This design comes from an exercise in tuning for small area, a short achievable clock period and few clock cycles per item on the open sky130 flow, not from production work. Function was checked by simulation only, so behaviour that the tests miss may differ from the original. No activity file was given, so power comes from the tool's default toggle rates.

==> trial 47: inputs <==
==> flow/design.v <==
`timescale 1ns/1ps
`default_nettype none
package ooo_pkg;
    localparam int REG_ADDR_LEN = 5;    
    localparam int REG_NUM      = 32;   
    localparam int DATA_WIDTH   = 32;   
    localparam int FUNC_WIDTH = 3;
    localparam logic [FUNC_WIDTH-1:0] ALU_ADD = 3'd0;   
    localparam logic [FUNC_WIDTH-1:0] ALU_SUB = 3'd1;   
    localparam logic [FUNC_WIDTH-1:0] ALU_AND = 3'd2;
    localparam logic [FUNC_WIDTH-1:0] ALU_OR  = 3'd3;
    localparam logic [FUNC_WIDTH-1:0] ALU_XOR = 3'd4;
    localparam logic [FUNC_WIDTH-1:0] ALU_SLL = 3'd5;   
    localparam logic [FUNC_WIDTH-1:0] ALU_SRL = 3'd6;   
    localparam logic [FUNC_WIDTH-1:0] ALU_SLT = 3'd7;
endpackage
`default_nettype wire
`timescale 1ns/1ps
`default_nettype none
import ooo_pkg::*;
module reg_file (
    input  wire                     clk,
    input  wire                     reset,
    input  wire  [REG_ADDR_LEN-1:0] rd_addr1,
    input  wire  [REG_ADDR_LEN-1:0] rd_addr2,
    input  wire  [REG_NUM-1:1]      stale,
    input  wire                     wr_en,
    input  wire  [REG_ADDR_LEN-1:0] wr_addr,
    input  wire  [DATA_WIDTH-1:0]   wr_data,
    output logic [DATA_WIDTH-1:0]   rd_data1,
    output logic [DATA_WIDTH-1:0]   rd_data2
);
    logic [DATA_WIDTH-1:0] regs [1:REG_NUM-1];
    logic [DATA_WIDTH-1:0] wd_lo, wd_hi;
    assign wd_lo = wr_data & {DATA_WIDTH{~reset}};
    assign wd_hi = wr_data | {DATA_WIDTH{reset}};
    always_ff @(posedge clk) begin
        for (int r = 1; r < REG_NUM; r++) begin
            if (reset || (wr_en && (wr_addr == REG_ADDR_LEN'(r)))) begin
                for (int j = 0; j < DATA_WIDTH; j++) begin
                    regs[r][j] <= ((r >> j) & 1) ? wd_hi[j] : wd_lo[j];
                end
            end
        end
    end
    logic [REG_NUM-1:1] sel1, sel2;
    always_comb begin
        for (int r = 1; r < REG_NUM; r++) begin
            sel1[r] = (rd_addr1 == REG_ADDR_LEN'(r)) && !stale[r];
            sel2[r] = (rd_addr2 == REG_ADDR_LEN'(r)) && !stale[r];
        end
    end
    always_comb begin
        rd_data1 = '0;
        rd_data2 = '0;
        for (int r = 1; r < REG_NUM; r++) begin
            rd_data1 = rd_data1 | (regs[r] & {DATA_WIDTH{sel1[r]}});
            rd_data2 = rd_data2 | (regs[r] & {DATA_WIDTH{sel2[r]}});
        end
    end
endmodule
`default_nettype wire
`timescale 1ns/1ps
`default_nettype none
import ooo_pkg::*;
module alu_exec (
    input  wire                     sub,
    input  wire                     left,
    input  wire                     sel_sum,
    input  wire                     sel_and,
    input  wire                     sel_or,
    input  wire                     sel_xor,
    input  wire                     sel_sh,
    input  wire                     sel_slt,
    input  wire  [DATA_WIDTH-1:0]   opa,
    input  wire  [DATA_WIDTH-1:0]   opb,       
    output logic [DATA_WIDTH-1:0]   alu_out
);
    localparam int SHAMT_W = $clog2(DATA_WIDTH);   
    logic [SHAMT_W-1:0] shamt;
    assign shamt = opb[SHAMT_W-1:0];
    logic [DATA_WIDTH-1:0] bx;
    logic [DATA_WIDTH-1:0] p0, g0;
    logic [DATA_WIDTH-1:0] gp [SHAMT_W+1];
    logic [DATA_WIDTH-1:0] pp [SHAMT_W+1];
    logic [DATA_WIDTH-1:0] carry;   
    logic [DATA_WIDTH-1:0] sum;
    assign bx = opb;
    assign p0 = opa ^ bx;
    assign g0 = opa & bx;
    always_comb begin
        gp[0] = g0;
        pp[0] = p0;
        gp[0][0] = g0[0] | (p0[0] & sub);
        for (int l = 0; l < SHAMT_W; l++) begin
            for (int i = 0; i < DATA_WIDTH; i++) begin
                if (i >= (1 << l)) begin
                    gp[l+1][i] = gp[l][i] | (pp[l][i] & gp[l][i - (1 << l)]);
                    pp[l+1][i] = pp[l][i] & pp[l][i - (1 << l)];
                end else begin
                    gp[l+1][i] = gp[l][i];
                    pp[l+1][i] = pp[l][i];
                end
            end
        end
        carry = {gp[SHAMT_W][DATA_WIDTH-2:0], sub};
        sum   = p0 ^ carry;
    end
    logic lt;
    assign lt = (opa[DATA_WIDTH-1] == bx[DATA_WIDTH-1]) ? opa[DATA_WIDTH-1] : sum[DATA_WIDTH-1];
    logic [DATA_WIDTH-1:0] sh_in, sh_out, sh_res;
    always_comb begin
        for (int i = 0; i < DATA_WIDTH; i++) sh_in[i] = left ? opa[DATA_WIDTH-1-i] : opa[i];
        sh_out = sh_in >> shamt;
        for (int i = 0; i < DATA_WIDTH; i++) sh_res[i] = left ? sh_out[DATA_WIDTH-1-i] : sh_out[i];
    end
    assign alu_out = (sum & {DATA_WIDTH{sel_sum}})
                   | ((opa & opb) & {DATA_WIDTH{sel_and}})
                   | ((opa | opb) & {DATA_WIDTH{sel_or}})
                   | ((opa ^ opb) & {DATA_WIDTH{sel_xor}})
                   | (sh_res & {DATA_WIDTH{sel_sh}})
                   | {{(DATA_WIDTH-1){1'b0}}, lt & sel_slt};
endmodule
`default_nettype wire
`timescale 1ns/1ps
`default_nettype none
import ooo_pkg::*;
module ooo_core #(
    parameter int NUM_ENTRIES = 4,   
    parameter int FIFO_DEPTH  = 4    
) (
    input  wire                     clk,
    input  wire                     reset,
    input  wire                     disp_valid,
    input  wire  [FUNC_WIDTH-1:0]   func,
    input  wire  [REG_ADDR_LEN-1:0] dst,
    input  wire  [REG_ADDR_LEN-1:0] inp1,
    input  wire  [REG_ADDR_LEN-1:0] inp2,
    input  wire                     issue,
    output logic                    disp_full,
    output logic                    result_valid,
    output logic [REG_ADDR_LEN-1:0] result_dst,
    output logic [DATA_WIDTH-1:0]   result_data
);
    logic                    accept;
    logic                    sub;          
    logic [REG_NUM-1:1]      ex_row, wb_row, stale;
    logic [DATA_WIDTH-1:0]   rf_data1, rf_data2;
    logic                    ex_hit1, ex_hit2, wb_hit1, wb_hit2;
    logic [DATA_WIDTH-1:0]   op1, op2;
    logic                    ex_valid;
    logic [REG_ADDR_LEN-1:0] ex_dst;
    logic                    ex_sub, ex_left;
    logic                    ex_sel_sum, ex_sel_and, ex_sel_or, ex_sel_xor, ex_sel_sh, ex_sel_slt;
    logic [DATA_WIDTH-1:0]   ex_opa, ex_opb;
    logic [DATA_WIDTH-1:0]   alu_out;
    assign accept = disp_valid && !disp_full;
    always_ff @(posedge clk) begin
        if (reset) begin
            disp_full    <= 1'b1;
            ex_valid     <= 1'b0;
            result_valid <= 1'b0;
        end else begin
            disp_full    <= !issue;
            ex_valid     <= accept;
            result_valid <= ex_valid;
        end
    end
    always_comb begin
        for (int r = 1; r < REG_NUM; r++) begin
            ex_row[r] = ex_valid && (ex_dst == REG_ADDR_LEN'(r));
            wb_row[r] = result_valid && (result_dst == REG_ADDR_LEN'(r));
        end
    end
    assign stale = ex_row | wb_row;
    assign ex_hit1 = ex_valid && (ex_dst != '0) && (inp1 == ex_dst);
    assign ex_hit2 = ex_valid && (ex_dst != '0) && (inp2 == ex_dst);
    assign wb_hit1 = result_valid && (result_dst != '0) && (inp1 == result_dst) && !ex_hit1;
    assign wb_hit2 = result_valid && (result_dst != '0) && (inp2 == result_dst) && !ex_hit2;
    assign op1 = rf_data1 | (result_data & {DATA_WIDTH{wb_hit1}}) | (alu_out & {DATA_WIDTH{ex_hit1}});
    assign op2 = rf_data2 | (result_data & {DATA_WIDTH{wb_hit2}}) | (alu_out & {DATA_WIDTH{ex_hit2}});
    assign sub = (func == ALU_SUB) || (func == ALU_SLT);
    always_ff @(posedge clk) begin
        ex_dst      <= dst;
        ex_opa      <= op1;
        ex_opb      <= op2 ^ {DATA_WIDTH{sub}};
        ex_sub      <= sub;
        ex_left     <= (func == ALU_SLL);
        ex_sel_sum  <= (func == ALU_ADD) || (func == ALU_SUB);
        ex_sel_and  <= (func == ALU_AND);
        ex_sel_or   <= (func == ALU_OR);
        ex_sel_xor  <= (func == ALU_XOR);
        ex_sel_sh   <= (func == ALU_SLL) || (func == ALU_SRL);
        ex_sel_slt  <= (func == ALU_SLT);
        result_dst  <= ex_dst;
        result_data <= alu_out;
    end
    reg_file reg_file_i (
        .clk(clk), .reset(reset), .rd_addr1(inp1), .rd_addr2(inp2), .stale(stale),
        .wr_en(result_valid), .wr_addr(result_dst), .wr_data(result_data),
        .rd_data1(rf_data1), .rd_data2(rf_data2)
    );
    alu_exec alu_exec_i (
        .sub(ex_sub), .left(ex_left), .sel_sum(ex_sel_sum), .sel_and(ex_sel_and),
        .sel_or(ex_sel_or), .sel_xor(ex_sel_xor), .sel_sh(ex_sel_sh), .sel_slt(ex_sel_slt),
        .opa(ex_opa), .opb(ex_opb), .alu_out(alu_out)
    );
endmodule
`default_nettype wire
==> flow/run.sh <==
#!/bin/bash
# synth_recipe.tcl (not shown) runs the flow's synth.tcl, then flattens the netlist and writes it again
# the make line also repeats each setting of config.mk as NAME=value (left out here)
make -C /OpenROAD-flow-scripts/flow DESIGN_CONFIG=/design/flow/config.mk WORK_HOME=/design/flow/orfs CLKGATE_MAP_FILE= SYNTH_SCRIPT=/design/flow/synth_recipe.tcl finish
==> flow/config.mk <==
export PLATFORM = sky130hd
export DESIGN_NAME = ooo_core
export DESIGN_NICKNAME = ooo_core
export VERILOG_FILES = /design/flow/design.v
export SDC_FILE = /design/flow/constraint.sdc
export NUM_CORES = 4
export LEC_CHECK = 0
export ABC_AREA = 1
export CAP_MARGIN = 20
export CORE_MARGIN = 2
export CORE_UTILIZATION = 40
export SETUP_SLACK_MARGIN = 4.6
export SLEW_MARGIN = 20
==> flow/constraint.sdc <==
create_clock -name core_clock -period 7.5 [get_ports {clk}]
set_input_delay 1.5000 -clock core_clock [delete_from_list [all_inputs] [get_ports {clk}]]
set_output_delay 1.5000 -clock core_clock [all_outputs]
set_load 0.01 [all_outputs]
==> trial 10 (differences from trial 47) <==
--- a/flow/design.v
+++ b/flow/design.v
@@ -25,3 +25,2 @@
     input  wire  [REG_ADDR_LEN-1:0] rd_addr2,
-    input  wire  [REG_NUM-1:1]      stale,
     input  wire                     wr_en,
@@ -48,4 +47,4 @@
         for (int r = 1; r < REG_NUM; r++) begin
-            sel1[r] = (rd_addr1 == REG_ADDR_LEN'(r)) && !stale[r];
-            sel2[r] = (rd_addr2 == REG_ADDR_LEN'(r)) && !stale[r];
+            sel1[r] = (rd_addr1 == REG_ADDR_LEN'(r));
+            sel2[r] = (rd_addr2 == REG_ADDR_LEN'(r));
         end
@@ -144,10 +143,11 @@
 );
+    logic                    issue_q;    
     logic                    accept;
-    logic                    sub;          
-    logic [REG_NUM-1:1]      ex_row, wb_row, stale;
     logic [DATA_WIDTH-1:0]   rf_data1, rf_data2;
-    logic                    ex_hit1, ex_hit2, wb_hit1, wb_hit2;
-    logic [DATA_WIDTH-1:0]   op1, op2;
+    logic                    wb_hit1, wb_hit2;
+    logic [DATA_WIDTH-1:0]   rd_data1, rd_data2;
     logic                    ex_valid;
     logic [REG_ADDR_LEN-1:0] ex_dst;
+    logic                    sub;          
+    logic                    fwd1, fwd2;   
     logic                    ex_sub, ex_left;
@@ -156,6 +156,7 @@
     logic [DATA_WIDTH-1:0]   alu_out;
-    assign accept = disp_valid && !disp_full;
+    assign disp_full = !issue_q;
+    assign accept    = disp_valid && issue_q;
     always_ff @(posedge clk) begin
         if (reset) begin
-            disp_full    <= 1'b1;
+            issue_q      <= 1'b0;
             ex_valid     <= 1'b0;
@@ -163,3 +164,3 @@
         end else begin
-            disp_full    <= !issue;
+            issue_q      <= issue;
             ex_valid     <= accept;
@@ -168,20 +169,13 @@
     end
-    always_comb begin
-        for (int r = 1; r < REG_NUM; r++) begin
-            ex_row[r] = ex_valid && (ex_dst == REG_ADDR_LEN'(r));
-            wb_row[r] = result_valid && (result_dst == REG_ADDR_LEN'(r));
-        end
-    end
-    assign stale = ex_row | wb_row;
-    assign ex_hit1 = ex_valid && (ex_dst != '0) && (inp1 == ex_dst);
-    assign ex_hit2 = ex_valid && (ex_dst != '0) && (inp2 == ex_dst);
-    assign wb_hit1 = result_valid && (result_dst != '0) && (inp1 == result_dst) && !ex_hit1;
-    assign wb_hit2 = result_valid && (result_dst != '0) && (inp2 == result_dst) && !ex_hit2;
-    assign op1 = rf_data1 | (result_data & {DATA_WIDTH{wb_hit1}}) | (alu_out & {DATA_WIDTH{ex_hit1}});
-    assign op2 = rf_data2 | (result_data & {DATA_WIDTH{wb_hit2}}) | (alu_out & {DATA_WIDTH{ex_hit2}});
+    assign wb_hit1  = result_valid && (result_dst != '0) && (inp1 == result_dst);
+    assign wb_hit2  = result_valid && (result_dst != '0) && (inp2 == result_dst);
+    assign rd_data1 = wb_hit1 ? result_data : rf_data1;
+    assign rd_data2 = wb_hit2 ? result_data : rf_data2;
     assign sub = (func == ALU_SUB) || (func == ALU_SLT);
+    assign fwd1 = ex_valid && (ex_dst != '0) && (inp1 == ex_dst);
+    assign fwd2 = ex_valid && (ex_dst != '0) && (inp2 == ex_dst);
     always_ff @(posedge clk) begin
         ex_dst      <= dst;
-        ex_opa      <= op1;
-        ex_opb      <= op2 ^ {DATA_WIDTH{sub}};
+        ex_opa      <= fwd1 ? alu_out : rd_data1;
+        ex_opb      <= (fwd2 ? alu_out : rd_data2) ^ {DATA_WIDTH{sub}};
         ex_sub      <= sub;
@@ -198,5 +192,4 @@
     reg_file reg_file_i (
-        .clk(clk), .reset(reset), .rd_addr1(inp1), .rd_addr2(inp2), .stale(stale),
-        .wr_en(result_valid), .wr_addr(result_dst), .wr_data(result_data),
-        .rd_data1(rf_data1), .rd_data2(rf_data2)
+        .clk(clk), .reset(reset), .rd_addr1(inp1), .rd_addr2(inp2), .wr_en(result_valid),
+        .wr_addr(result_dst), .wr_data(result_data), .rd_data1(rf_data1), .rd_data2(rf_data2)
     );
ABC_AREA = default   (was 1)
SETUP_SLACK_MARGIN = 4.3   (was 4.6)
==> summary.txt <==
- Trial 10 completed without violations. Trial 47 finished with timing, DRC and antenna clean.
- In trial 47 the clock skew is higher than in trial 10, by 0.018 ns.
- Against trial 47, the die area of trial 10 is lower by 7.7%.
- In trial 47 the combinational power is smaller than in trial 10, by 15%.
- Against trial 10, the power of trial 47 is smaller by about 5.5%.
Testbench counts of trial 47, summed over its fixed seeds: cycles 2,665, insns 2,400.
Testbench counts of trial 10, summed over its fixed seeds: cycles 2,665, insns 2,400.

==> re-timing with driven ports <==
The results above use ideal ports. As a check the final layouts listed here were re-extracted and re-timed, cells and wires unchanged. Step 1 assumes that a clkbuf_16 drives the clock port and a buf_2 every other input. Step 2 moves the port delays by t, midway between the first and last clock arrival at a register: inputs arrive t later, outputs are due t later. That takes back most of the time a late clock gives input paths. a / b / c = ideal ports / drivers / drivers and shift; a / b = the first two.
run | t (ns) | setup slack, ns | slew at the worst register clock pin (ns) | worst slew at a driven data input, ns | cell pins on the clock port's net
trial 47 | 0.849 | 4.423 / 4.475 / 3.626 | 0.07 / 0.07 | 0.16 | 1
trial 10 | 0.843 | 4.111 / 4.119 / 3.275 | 0.07 / 0.07 | 0.14 | 1
After both steps every run listed still meets setup and hold. For trial 10, which loses most, drivers alone change the setup slack by +0.008 ns; drivers and shift together by -0.836 ns.
